Background: an optimization exercise with open tools, aiming at small area, a short achievable clock period and few clock cycles per item. Do not read the settings as production practice. Power is estimated from default activity; no workload was simulated.

==> inputs of run H <==
==> flow/design.v <==
package seg_geom_pkg;
    localparam int IMG_W       = 16;
    localparam int IMG_H       = 16;
    localparam int NUM_CH      = 3;
    localparam int NUM_PIX     = IMG_W * IMG_H;
    localparam int NUM_BYTES   = NUM_PIX * NUM_CH;
    localparam int NUM_CLASSES = 4;
    typedef logic [7:0] pix_idx_t;
    typedef logic [1:0] label_t;
    typedef logic [7:0] pixel_t;
endpackage
package seg_ctrl_pkg;
    localparam int MEM_ADDR_W      = 20;
    localparam int WORDS_PER_FRAME = 192;
endpackage
`timescale 1ns/1ns
module frame_ram (
    input  logic       clk,
    input  logic       shift,
    input  logic [3:0] pair_in,      
    input  logic [7:0] raddr,
    output logic [1:0] rdata
);
    logic [511:0] mem;
    always_ff @(posedge clk) begin
        if (shift) begin
            mem <= {pair_in, mem[511:4]};
        end
    end
    logic [7:0] dlo, dmid;
    logic [3:0] dhi;
    logic [1:0] part [0:3];
    logic [1:0] part_n [0:3];
    always_comb begin
        for (int k = 0; k < 8; k++) begin
            dlo[k]  = (raddr[2:0] == 3'(k));
            dmid[k] = (raddr[5:3] == 3'(k));
        end
        for (int j = 0; j < 4; j++) begin
            dhi[j] = (raddr[7:6] == 2'(j));
        end
        for (int j = 0; j < 4; j++) begin
            part[j] = 2'b00;
            for (int i = 0; i < 8; i++) begin
                logic [1:0] g;
                g = 2'b00;
                for (int k = 0; k < 8; k++) begin
                    g = g | ({2{dlo[k]}} & mem[2*(64*j+8*i+k) +: 2]);
                end
                part[j] = part[j] | ({2{dmid[i]}} & g);
            end
            part[j] = {2{dhi[j]}} & part[j];
        end
    end
    always_ff @(posedge clk) begin
        for (int j = 0; j < 4; j++) begin
            part_n[j] <= ~part[j];
        end
    end
    assign rdata = ~(part_n[0] & part_n[1] & part_n[2] & part_n[3]);
endmodule
`timescale 1ns/1ns
module class_cmp (
    input  logic [7:0] r,
    input  logic [7:0] g,
    input  logic [7:0] b,
    output logic [2:0] mx        
);
    function automatic logic ge8(input logic [7:0] x, input logic [7:0] y);
        logic c;
        c = 1'b1;
        for (int i = 0; i < 8; i++) begin
            c = (x[i] & ~y[i]) | (x[i] & c) | (~y[i] & c);
        end
        ge8 = c;
    endfunction
    logic r_ge_g, r_ge_b, g_ge_b;
    assign r_ge_g = ge8(r, g);
    assign r_ge_b = ge8(r, b);
    assign g_ge_b = ge8(g, b);
    assign mx[0] = r_ge_g && r_ge_b;
    assign mx[1] = !r_ge_g && g_ge_b;
    assign mx[2] = !mx[0] && !mx[1];
endmodule
module class_sort (
    input  logic [7:0] r,
    input  logic [7:0] g,
    input  logic [7:0] b,
    input  logic [2:0] mx,       
    output logic [7:0] m,        
    output logic [7:0] a1,       
    output logic [7:0] b1
);
    assign m  = ({8{mx[0]}} & r) | ({8{mx[1]}} & g) | ({8{mx[2]}} & b);
    assign a1 = ({8{mx[0]}} & g) | ({8{!mx[0]}} & r);
    assign b1 = ({8{mx[2]}} & g) | ({8{!mx[2]}} & b);
endmodule
module class_scorer (
    input  logic [7:0] m,        
    input  logic [7:0] a1,
    input  logic [7:0] b1,
    input  logic [1:0] mx,       
    output logic [1:0] lbl
);
    function automatic logic over(input logic [7:0] x, input logic [7:0] y, input logic [7:0] z);
        logic [10:0] p, q, s, k;
        logic [10:0] cc;
        logic c;
        integer i;
        p = 11'd0;
        q = 11'd0;
        for (i = 0; i < 8; i = i + 1) begin
            p[i]   = x[i] ^ y[i] ^ ~z[i];
            q[i+1] = (x[i] & y[i]) | (x[i] & ~z[i]) | (y[i] & ~z[i]);
        end
        cc = 11'd668;
        s = 11'd0;
        k = 11'd0;
        for (i = 0; i < 10; i = i + 1) begin
            s[i]   = p[i] ^ q[i] ^ cc[i];
            k[i+1] = cc[i] ? (p[i] | q[i]) : (p[i] & q[i]);
        end
        c = 1'b0;
        for (i = 0; i < 10; i = i + 1) begin
            c = (s[i] & k[i]) | (s[i] & c) | (k[i] & c);
        end
        over = c | k[10];
    endfunction
    always_comb begin
        if (over(a1, b1, m)) lbl = 2'd3;
        else if (mx[0])      lbl = 2'd0;
        else if (mx[1])      lbl = 2'd1;
        else                 lbl = 2'd2;
    end
endmodule
`timescale 1ns/1ns
module seg_top (
    input  logic                                clk,
    input  logic                                rst,
    input  logic                                start_process,
    output logic                                processing_done,
    output logic                                mem_req,
    output logic [seg_ctrl_pkg::MEM_ADDR_W-1:0] mem_addr,
    input  logic                                mem_ack,
    input  logic [31:0]                         mem_rdata,
    input  seg_geom_pkg::pix_idx_t              label_addr,
    output seg_geom_pkg::label_t                label,
    output logic [9:0]                          leds
);
    logic        busy;        
    logic        flag;        
    logic [7:0]  waddr;       
    logic [2:0]  wph;         
    logic        got;         
    logic        v1;          
    logic [1:0]  ph1;         
    logic        last1;       
    logic [23:0] pa;          
    logic [23:0] pb;          
    logic [2:0]  xa, xb;      
    logic [1:0]  pend;        
    logic        shift;       
    logic [3:0]  pair_in;     
    assign got = mem_req && mem_ack;
    always_ff @(posedge clk or posedge rst) begin
        if (rst) begin
            busy    <= 1'b0;
            flag    <= 1'b0;
            mem_req <= 1'b0;
            waddr   <= '0;
            wph     <= 3'b001;
            v1      <= 1'b0;
            ph1     <= '0;
            last1   <= 1'b0;
        end else begin
            v1    <= got;
            ph1   <= wph[2:1];
            last1 <= got && (waddr == 8'(seg_ctrl_pkg::WORDS_PER_FRAME - 1));
            if (!busy) begin
                if (start_process) begin
                    busy    <= 1'b1;
                    flag    <= 1'b0;
                    mem_req <= 1'b1;
                    waddr   <= '0;
                    wph     <= 3'b001;
                end
            end else begin
                if (got) begin
                    waddr <= waddr + 1'b1;
                    wph   <= {wph[1:0], wph[2]};
                    if (waddr == 8'(seg_ctrl_pkg::WORDS_PER_FRAME - 1)) begin
                        mem_req <= 1'b0;
                    end
                end
                if (v1 && last1) begin
                    busy <= 1'b0;
                    flag <= 1'b1;
                end
            end
        end
    end
    logic [15:0] h;
    logic [23:0] na;
    assign h = pb[23:8];
    always_comb begin
        na = ({24{wph[0]}} & mem_rdata[23:0])
           | ({24{wph[1]}} & {mem_rdata[15:0], h[15:8]})
           | ({24{wph[2]}} & {mem_rdata[7:0], h});
    end
    logic [2:0] nxa, nxb;
    class_cmp u_cmp_a (.r(na[7:0]), .g(na[15:8]), .b(na[23:16]), .mx(nxa));
    class_cmp u_cmp_b (.r(mem_rdata[15:8]), .g(mem_rdata[23:16]), .b(mem_rdata[31:24]), .mx(nxb));
    always_ff @(posedge clk) begin
        pa <= na;
        xa <= nxa;
        xb <= nxb;
        if (got) begin
            pb <= mem_rdata[31:8];
        end
    end
    logic [7:0] ma, a1a, b1a, mb, a1b, b1b;
    logic [1:0] la, lb;
    class_sort u_sort_a (.r(pa[7:0]), .g(pa[15:8]), .b(pa[23:16]), .mx(xa),
                         .m(ma), .a1(a1a), .b1(b1a));
    class_sort u_sort_b (.r(pb[7:0]), .g(pb[15:8]), .b(pb[23:16]), .mx(xb),
                         .m(mb), .a1(a1b), .b1(b1b));
    class_scorer u_cls_a (.m(ma), .a1(a1a), .b1(b1a), .mx(xa[1:0]), .lbl(la));
    class_scorer u_cls_b (.m(mb), .a1(a1b), .b1(b1b), .mx(xb[1:0]), .lbl(lb));
    always_ff @(posedge clk) begin
        if (v1 && ph1 == 2'd0) begin
            pend <= la;
        end
    end
    assign shift   = v1 && (ph1 != 2'd0);
    assign pair_in = ph1[0] ? {la, pend} : {lb, la};
    frame_ram u_label_ram (
        .clk     (clk),
        .shift   (shift),
        .pair_in (pair_in),
        .raddr   (label_addr),
        .rdata   (label)
    );
    assign processing_done = !busy;
    assign mem_addr        = {12'b0, waddr};
    assign leds            = {7'b0, flag, 1'b0, busy};
endmodule
==> flow/flow/run.sh <==
#!/bin/bash
# Layout flow: the standard ORFS flow (standard.sh) with two changes.
#  1. Synthesis is the standard one (synth_recipe.tcl, ORFS synth.tcl) except for the ABC
#     script that maps the combinational logic: flow/abc.script replaces ORFS's
#     abc_speed.script, in a copy of ORFS's scripts folder made here. Registers are
#     mapped exactly as in the standard synthesis.
#  2. The port buffers that global placement inserts are buf_2 cells.
# Each tool's output goes to a log file in this folder; ORFS also keeps its per-step logs
# under orfs/logs/.
set -euo pipefail
work=$(pwd)
rm -rf "$work/scripts_abc"
cp -r "$FLOW_HOME/scripts" "$work/scripts_abc"
cp "$work/flow/abc.script" "$work/scripts_abc/abc_speed.script"
bash standard.sh "SCRIPTS_DIR=$work/scripts_abc" synth > synth.log 2>&1
bash standard.sh "BUFFER_PORTS_ARGS=-buffer_cell sky130_fd_sc_hd__buf_2" finish > layout.log 2>&1
==> flow/flow/abc.script <==
&get -n
&st
&dch
&nf -R 20
&put
buffer -c
topo
stime -c
upsize -c
dnsize -c
==> flow/standard.sh <==
#!/bin/bash
# synth_recipe.tcl (not shown) runs the flow's synth.tcl, then flattens the netlist and writes it again
# the make line also repeats each setting of config.mk as NAME=value (left out here)
make -C /OpenROAD-flow-scripts/flow DESIGN_CONFIG=/design/flow/config.mk WORK_HOME=/design/flow/orfs CLKGATE_MAP_FILE= SYNTH_SCRIPT=/design/flow/synth_recipe.tcl "${@:-finish}"
==> flow/config.mk <==
export PLATFORM = sky130hd
export DESIGN_NAME = seg_top
export DESIGN_NICKNAME = seg_top
export VERILOG_FILES = /design/flow/design.v
export SDC_FILE = /design/flow/constraint.sdc
export NUM_CORES = 4
export LEC_CHECK = 0
export CAP_MARGIN = 20
export CORE_MARGIN = 2
export CORE_UTILIZATION = 60
export CTS_BUF_LIST = sky130_fd_sc_hd__clkbuf_16
export CTS_CLUSTER_DIAMETER = 80
export CTS_CLUSTER_SIZE = 30
export PLACE_DENSITY = 0.8
export SETUP_SLACK_MARGIN = 4.9
export SLEW_MARGIN = 20
export SYNTH_MEMORY_MAX_BITS = 16384
==> flow/constraint.sdc <==
create_clock -name core_clock -period 8.0 [get_ports {clk}]
set_input_delay 1.6000 -clock core_clock [delete_from_list [all_inputs] [get_ports {clk}]]
set_output_delay 1.6000 -clock core_clock [all_outputs]
set_load 0.01 [all_outputs]
==> inputs of run B, as changes to run H <==
==> flow/design.v, changed modules only <==
module frame_ram (
    input  logic       clk,
    input  logic       shift,
    input  logic [3:0] pair_in,      
    input  logic [7:0] raddr,
    output logic [1:0] rdata
);
    logic [511:0] mem;
    always_ff @(posedge clk) begin
        if (shift) begin
            mem <= {pair_in, mem[511:4]};
        end
    end
    logic [15:0] dlo, dhi;
    logic [1:0]  grp [0:15];
    logic [1:0]  rd;
    always_comb begin
        for (int k = 0; k < 16; k++) begin
            dlo[k] = (raddr[3:0] == 4'(k));
            dhi[k] = (raddr[7:4] == 4'(k));
        end
        for (int j = 0; j < 16; j++) begin
            grp[j] = 2'b00;
            for (int k = 0; k < 16; k++) begin
                grp[j] = grp[j] | ({2{dlo[k]}} & mem[2*(16*j+k) +: 2]);
            end
        end
        rd = 2'b00;
        for (int j = 0; j < 16; j++) begin
            rd = rd | ({2{dhi[j]}} & grp[j]);
        end
    end
    always_ff @(posedge clk) begin
        rdata <= rd;
    end
endmodule
module seg_top (
    input  logic                                clk,
    input  logic                                rst,
    input  logic                                start_process,
    output logic                                processing_done,
    output logic                                mem_req,
    output logic [seg_ctrl_pkg::MEM_ADDR_W-1:0] mem_addr,
    input  logic                                mem_ack,
    input  logic [31:0]                         mem_rdata,
    input  seg_geom_pkg::pix_idx_t              label_addr,
    output seg_geom_pkg::label_t                label,
    output logic [9:0]                          leds
);
    logic       busy;         
    logic       done;         
    logic       flag;         
    logic [7:0] waddr;        
    logic [2:0] wph;          
    logic       got;          
    logic       v;            
    logic [1:0] vph;          
    logic       vlast;        
    logic [23:0] sa;          
    logic [1:0]  xa;          
    logic [23:0] pb;          
    logic [2:0]  xb;          
    logic [1:0] pend;         
    logic       shift;        
    logic [3:0] pair_in;      
    assign got = mem_req && mem_ack;
    always_ff @(posedge clk or posedge rst) begin
        if (rst) begin
            busy    <= 1'b0;
            done    <= 1'b1;
            flag    <= 1'b0;
            mem_req <= 1'b0;
            waddr   <= '0;
            wph     <= 3'b001;
            v       <= 1'b0;
            vph     <= '0;
            vlast   <= 1'b0;
        end else begin
            v     <= got;
            vph   <= wph[2:1];
            vlast <= got && (waddr == 8'(seg_ctrl_pkg::WORDS_PER_FRAME - 1));
            if (!busy) begin
                if (start_process) begin
                    busy    <= 1'b1;
                    done    <= 1'b0;
                    flag    <= 1'b0;
                    mem_req <= 1'b1;
                    waddr   <= '0;
                    wph     <= 3'b001;
                end
            end else begin
                if (got) begin
                    waddr <= waddr + 1'b1;
                    wph   <= {wph[1:0], wph[2]};
                    if (waddr == 8'(seg_ctrl_pkg::WORDS_PER_FRAME - 1)) begin
                        mem_req <= 1'b0;
                    end
                end
                if (v && vlast) begin
                    busy <= 1'b0;
                    done <= 1'b1;
                    flag <= 1'b1;
                end
            end
        end
    end
    logic [15:0] h;
    logic [23:0] na;
    logic [2:0]  nxa, nxb;
    logic [7:0]  nma, na1, nb1;
    assign h = pb[23:8];
    always_comb begin
        na = ({24{wph[0]}} & mem_rdata[23:0])
           | ({24{wph[1]}} & {mem_rdata[15:0], h[15:8]})
           | ({24{wph[2]}} & {mem_rdata[7:0], h});
    end
    class_cmp u_cmp_a (.r(na[7:0]), .g(na[15:8]), .b(na[23:16]), .mx(nxa));
    class_sort u_sort_a (.r(na[7:0]), .g(na[15:8]), .b(na[23:16]), .mx(nxa),
                         .m(nma), .a1(na1), .b1(nb1));
    class_cmp u_cmp_b (.r(mem_rdata[15:8]), .g(mem_rdata[23:16]), .b(mem_rdata[31:24]), .mx(nxb));
    always_ff @(posedge clk) begin
        sa <= {nma, na1, nb1};
        xa <= nxa[1:0];
        xb <= nxb;
        if (got) begin
            pb <= mem_rdata[31:8];
        end
    end
    logic [1:0] la, lb;
    logic [7:0] mb, a1b, b1b;
    class_sort u_sort_b (.r(pb[7:0]), .g(pb[15:8]), .b(pb[23:16]), .mx(xb),
                         .m(mb), .a1(a1b), .b1(b1b));
    class_scorer u_cls_a (.m(sa[23:16]), .a1(sa[15:8]), .b1(sa[7:0]), .mx(xa), .lbl(la));
    class_scorer u_cls_b (.m(mb), .a1(a1b), .b1(b1b), .mx(xb[1:0]), .lbl(lb));
    always_ff @(posedge clk) begin
        if (v && vph == 2'd0) begin
            pend <= la;
        end
    end
    assign shift   = v && (vph != 2'd0);
    assign pair_in = vph[0] ? {la, pend} : {lb, la};
    frame_ram u_label_ram (
        .clk     (clk),
        .shift   (shift),
        .pair_in (pair_in),
        .raddr   (label_addr),
        .rdata   (label)
    );
    assign processing_done = done;
    assign mem_addr        = {12'b0, waddr};
    assign leds            = {7'b0, flag, 1'b0, busy};
endmodule
==> flow/run.sh (new file) <==
#!/bin/bash
# synth_recipe.tcl (not shown) runs the flow's synth.tcl, then flattens the netlist and writes it again
# the make line also repeats each setting of config.mk as NAME=value (left out here)
make -C /OpenROAD-flow-scripts/flow DESIGN_CONFIG=/design/flow/config.mk WORK_HOME=/design/flow/orfs CLKGATE_MAP_FILE= SYNTH_SCRIPT=/design/flow/synth_recipe.tcl finish
--- a/flow/config.mk
+++ b/flow/config.mk
@@ -7,5 +7,6 @@
 export LEC_CHECK = 0
+export ABC_CLOCK_PERIOD_IN_PS = 2000
 export CAP_MARGIN = 20
 export CORE_MARGIN = 2
-export CORE_UTILIZATION = 60
+export CORE_UTILIZATION = 70
 export CTS_BUF_LIST = sky130_fd_sc_hd__clkbuf_16
@@ -13,4 +14,3 @@
 export CTS_CLUSTER_SIZE = 30
-export PLACE_DENSITY = 0.8
-export SETUP_SLACK_MARGIN = 4.9
+export SETUP_SLACK_MARGIN = 5
 export SLEW_MARGIN = 20
removed: flow/flow/run.sh
removed: flow/flow/abc.script
removed: flow/standard.sh
==> metrics.md <==
| Metric | Value |
|---|---|
| Tcrit/Tclk final | 46.7% |
| PwrDens | 290 nW/um^2 |
| Critical Path Source | mem_rdata[0] |
| Net switching power | 2.65 mW |
| Antenna cells | 0 |
| Tot GR Track Use | 40.5% |
| Count of plain and timing-repair buffers | 244 |
| Die area | 36000 sq um |
| Outcome | no timing/DRC/antenna violations |
| Drt pass-1 iters | 11 |
| Post-CTS Setup Bufs | 110 |
| #FFs+latches synth | 588 |
That was run B.
==> metrics.md <==
| Metric | Value |
|---|---|
| Tcrit/Tclk final | 39.1% |
| Antenna cells | 1 |
| Post-synthesis async set-or-reset flop share | 3.03% |
| Outcome | no timing/DRC/antenna violations |
| Post-CTS Setup Bufs | 29 |
| Worst hold path class | register to register |
| Drt pass-1 iters | 8 |
| WP depth | 10 |
| Portion of netlist area occupied by mux cells | 1.46% |
| Synth Area in Simple Gates | 3.85% |
| #FFs+latches synth | 594 |
| Die area | 39900 sq um |
| Area growth syn-to-layout | 12.2% |
| PwrDens | 274 nW/um^2 |
That was run H.
Function was not checked in any run of this note: the RTL went through the layout flow alone.

[separate check: timing with driven ports]
The results above use ideal ports. As a check the final layouts listed here were re-extracted and re-timed, cells and wires unchanged.
Step 1: set_driving_cell puts a clkbuf_16 on clk and a buf_2 on each other input, an assumption about the parent block.
Step 2, shift: input delay + t, output delay - t, t = (earliest + latest rising clock arrival at the registers) / 2. This alone moves slack from input paths to output paths.
Three values: ideal, step 1, step 2; two values: the first two.
run | t, ns | setup slack, ns | slew at the worst register clock pin (ns)
run H | 0.639 | 4.874 / 4.802 / 4.163 | 0.12 / 0.12
run B | 0.638 | 4.262 / 4.301 / 3.663 | 0.12 / 0.12
After both steps every run listed still meets setup and hold. The setup slack of run H, which loses most, moves by -0.072 ns with the drivers and by -0.711 ns with both steps.
